Context: an optimization exercise on an open-source flow, tuned for small area, a short achievable clock period and few clock cycles per item. The choices shown serve that exercise and are no tape-out recipe. In this exercise RTL edits were held to simulation tests only and were not proved equivalent to the original. Power and IR drop assume default switching activity.

v12:
==> flow/design.v (excerpt) <==
module mesh_line #(
    parameter int NODE_COUNT = 4
) (
    input  logic                      clock,
    input  logic                      rst,
    input  logic                      fwd_in_valid,
    input  logic [15:0]               fwd_in_data,
    output logic                      fwd_in_credit,
    output logic                      fwd_out_valid,
    output logic [15:0]               fwd_out_data,
    output logic [3:0]                fwd_out_hops,
    input  logic                      fwd_out_credit,
    input  logic                      bwd_in_valid,
    input  logic [15:0]               bwd_in_data,
    output logic                      bwd_in_credit,
    output logic                      bwd_out_valid,
    output logic [15:0]               bwd_out_data,
    output logic [3:0]                bwd_out_hops,
    input  logic                      bwd_out_credit,
    input  logic [NODE_COUNT-1:0]     cfg_wren,
    input  logic [1:0]                cfg_op,
    input  logic [15:0]               cfg_operand
);
==> flow/config.mk <==
export PLATFORM = sky130hd
export DESIGN_NAME = mesh_line
export DESIGN_NICKNAME = mesh_line
export VERILOG_FILES = /design/flow/design.v
export SDC_FILE = /design/flow/constraint.sdc
export NUM_CORES = 4
export LEC_CHECK = 0
export CAP_MARGIN = 20
export CORE_MARGIN = 2
export CORE_UTILIZATION = 55
export PLACE_DENSITY = 0.65
export SETUP_SLACK_MARGIN = 2.8
export SLEW_MARGIN = 20
==> flow/constraint.sdc <==
create_clock -name core_clock -period 4.5 [get_ports {clock}]
set_input_delay 0.9000 -clock core_clock [delete_from_list [all_inputs] [get_ports {clock}]]
set_output_delay 0.9000 -clock core_clock [all_outputs]
set_load 0.01 [all_outputs]
run.sh (not shown) runs the stock make flow with config.mk's settings and CLKGATE_MAP_FILE= SYNTH_SCRIPT=/design/flow/synth_recipe.tcl, a recipe that flattens the netlist after the stock synthesis.
The final layout from v12, which completed every stage, passed the timing, design-rule and antenna checks at the end of the flow.
Testbench counts of v12, summed over its fixed seeds: cycles 3,704, words 6,144.
Modified inputs, v31 compared to v12
Settings: SETUP_SLACK_MARGIN changed from 2.8 to 2.2; CTS_CLUSTER_SIZE newly set to 30; CTS_CLUSTER_DIAMETER newly set to 100.
==> flow/flow/run.sh (new file) <==
#!/bin/bash
# The standard layout, with two changes to how it is made:
#  - the buffer that every input and output port gets is a plain buf_2
#    (the default pick is a slow delay cell);
#  - clock tree synthesis clusters more sinks per buffer and adds no dummy loads.
# Each tool's full output stays in orfs/logs; make's own output goes to standard.log.
set -euo pipefail
export BUFFER_PORTS_ARGS="-buffer_cell sky130_fd_sc_hd__buf_2"
export CTS_ARGS="-sink_clustering_enable -repair_clock_nets -sink_clustering_size 30 -sink_clustering_max_diameter 100 -dont_use_dummy_load"
bash standard.sh > standard.log 2>&1
==> flow/standard.sh (new file) <==
#!/bin/bash
# synth_recipe.tcl (not shown) runs the flow's synth.tcl, then flattens the netlist and writes it again
# the make line also repeats each setting of config.mk as NAME=value (left out here)
make -C /OpenROAD-flow-scripts/flow DESIGN_CONFIG=/design/flow/config.mk WORK_HOME=/design/flow/orfs CLKGATE_MAP_FILE= SYNTH_SCRIPT=/design/flow/synth_recipe.tcl "${@:-finish}"
removed: flow/run.sh
- Summary of v31 over v12: minimum period implied by the final worst setup slack rose 0.094 ns, routability congestion estimate saw an increase, proportion of cell area occupied by multi-input gates lower, cell area power density fell 3.8%, setup slack after layout shows a reduction of 0.094 ns.
- Looking only at overall via count from detail_route, and setting everything else aside, the higher value of v12 and v31 goes to v12.
- Run comparison: v12 critical path capture point fwd.b_d[14]; v31 critical path capture point bwd.b_d[11]
- Compared v31 vs v12, and data arrival at the endpoint of the critical path is up in v31.
- Delta(core utilization, v31 - v12) < 0
- v31 and v12 ended up with roughly the same die area.
- Power after layout: v12 and v31 compared, higher one is v12
Setup changes, v31 to v57
Settings: CORE_UTILIZATION: 55 -> 70; CTS_CLUSTER_SIZE: 30 -> 24; CTS_CLUSTER_DIAMETER: 100 -> 80; PLACE_DENSITY: 0.65 -> 0.8.
==> flow/run.sh (new file) <==
#!/bin/bash
# synth_recipe.tcl (not shown) runs the flow's synth.tcl, then flattens the netlist and writes it again
# the make line also repeats each setting of config.mk as NAME=value (left out here)
make -C /OpenROAD-flow-scripts/flow DESIGN_CONFIG=/design/flow/config.mk WORK_HOME=/design/flow/orfs CLKGATE_MAP_FILE= SYNTH_SCRIPT=/design/flow/synth_recipe.tcl finish
removed: flow/flow/run.sh
removed: flow/standard.sh
### Flow results
Changes observed in v57 relative to v31: clock transition at the registers of the reported paths about even, proportion of cell area occupied by multi-input gates fell 0.92 points, number of failing hold endpoints at the final stage about even, clock share of power rose 1.4 points, worst hold slack rose 0.0058 ns.
--- input diff v57..v21 ---
Settings: clearing SETUP_SLACK_MARGIN, which used to be 2.2; swapping 0.8 for 0.6 in PLACE_DENSITY; clearing CTS_CLUSTER_SIZE, which used to be 24; clearing CTS_CLUSTER_DIAMETER, which used to be 80; swapping 70 for 40 in CORE_UTILIZATION.
[summary]
- Looking at highest-delay cell along the critical path, the sky130_fd_sc_hd__clkdlybuf4s50_1 result is from v57; the sky130_fd_sc_hd__nor3b_1 one comes from v21.
- Between v57 and v21, the utilization after layout is higher for v57.
- Compared with v57, in v21 area of all placed cells without fillers higher, logic gate share of total power lower.
- The required time reported for the critical path endpoint was comparable across v57 and v21.
- Est. power | v21 vs v57 | v21 higher
- Min count of clock-buffer cells in the layout across v57 and v21: v57
- Between v21 and v57, it is v21 whose number of buffers added by the clock tree synthesis step is higher, by 22.
- The run with more setup slack is v57; v21 has less.

* * *

## before
mesh_line again, from the RTL that the note above started with.
==> flow/design.v (excerpt) <==
module mesh_line #(
    parameter int NODE_COUNT = 4
) (
    input  logic                      clock,
    input  logic                      rst,
    input  logic                      fwd_in_valid,
    input  logic [15:0]               fwd_in_data,
    output logic                      fwd_in_credit,
    output logic                      fwd_out_valid,
    output logic [15:0]               fwd_out_data,
    output logic [3:0]                fwd_out_hops,
    input  logic                      fwd_out_credit,
    input  logic                      bwd_in_valid,
    input  logic [15:0]               bwd_in_data,
    output logic                      bwd_in_credit,
    output logic                      bwd_out_valid,
    output logic [15:0]               bwd_out_data,
    output logic [3:0]                bwd_out_hops,
    input  logic                      bwd_out_credit,
    input  logic [NODE_COUNT-1:0]     cfg_wren,
    input  logic [1:0]                cfg_op,
    input  logic [15:0]               cfg_operand
);
  ...
Settings: LEC_CHECK=0, CAP_MARGIN=20, CORE_MARGIN=2, CORE_UTILIZATION=70, PLACE_DENSITY=0.8, SETUP_SLACK_MARGIN=2.2, SLEW_MARGIN=20; clock period 4.5 ns.
Stock flow here: none of the scripts above is used.
Testbench counts of before, summed over its fixed seeds: cycles 3,704, words 6,144.
The inputs of after differ from those of before as listed below.
Settings: PLACE_DENSITY now 0.65, was 0.8; CTS_CLUSTER_SIZE now 30, previously not set; CTS_CLUSTER_DIAMETER now 100, previously not set; CORE_UTILIZATION now 55, was 70.
==> run notes <==
- Internal power was lower in after than in before.
- Measured against each other, after and before differ in antenna diode count, the lower figure coming from after.
- When after is measured against before, its part of the total power dissipated in the clock network turns out 9.6 points lower.

==> re-timing with driven ports <==
The results above use ideal ports. As a check the final layouts listed here were re-extracted and re-timed, cells and wires unchanged. Step 1 sets driving cells, clkbuf_16 on the clock port and buf_2 on the other inputs (assumed; they add their load-dependent delay and slew). Step 2 times the ports against the registers' clock, not the clock port: input delays grow and output delays shrink by t, the midpoint of the rising clock arrivals with the driver on. Slacks: ideal / step 1 / step 2; pairs: ideal / step 1.
run	t, ns	setup WS [ns]	worst data-port slew with drivers (ns)
v12	0.581	2.316 / 2.316 / 1.810	0.06
v31	0.549	2.222 / 2.222 / 1.830	0.09
v57	0.584	2.176 / 2.185 / 1.617	0.07
v21	0.597	1.867 / 1.867 / 1.311	0.05
before	0.576	2.189 / 2.169 / 1.644	0.07
after	0.571	2.213 / 2.241 / 1.670	0.06
After both steps every run listed still meets setup and hold. For v57, which loses most, drivers alone change the setup slack by +0.009 ns; drivers and shift together by -0.559 ns.
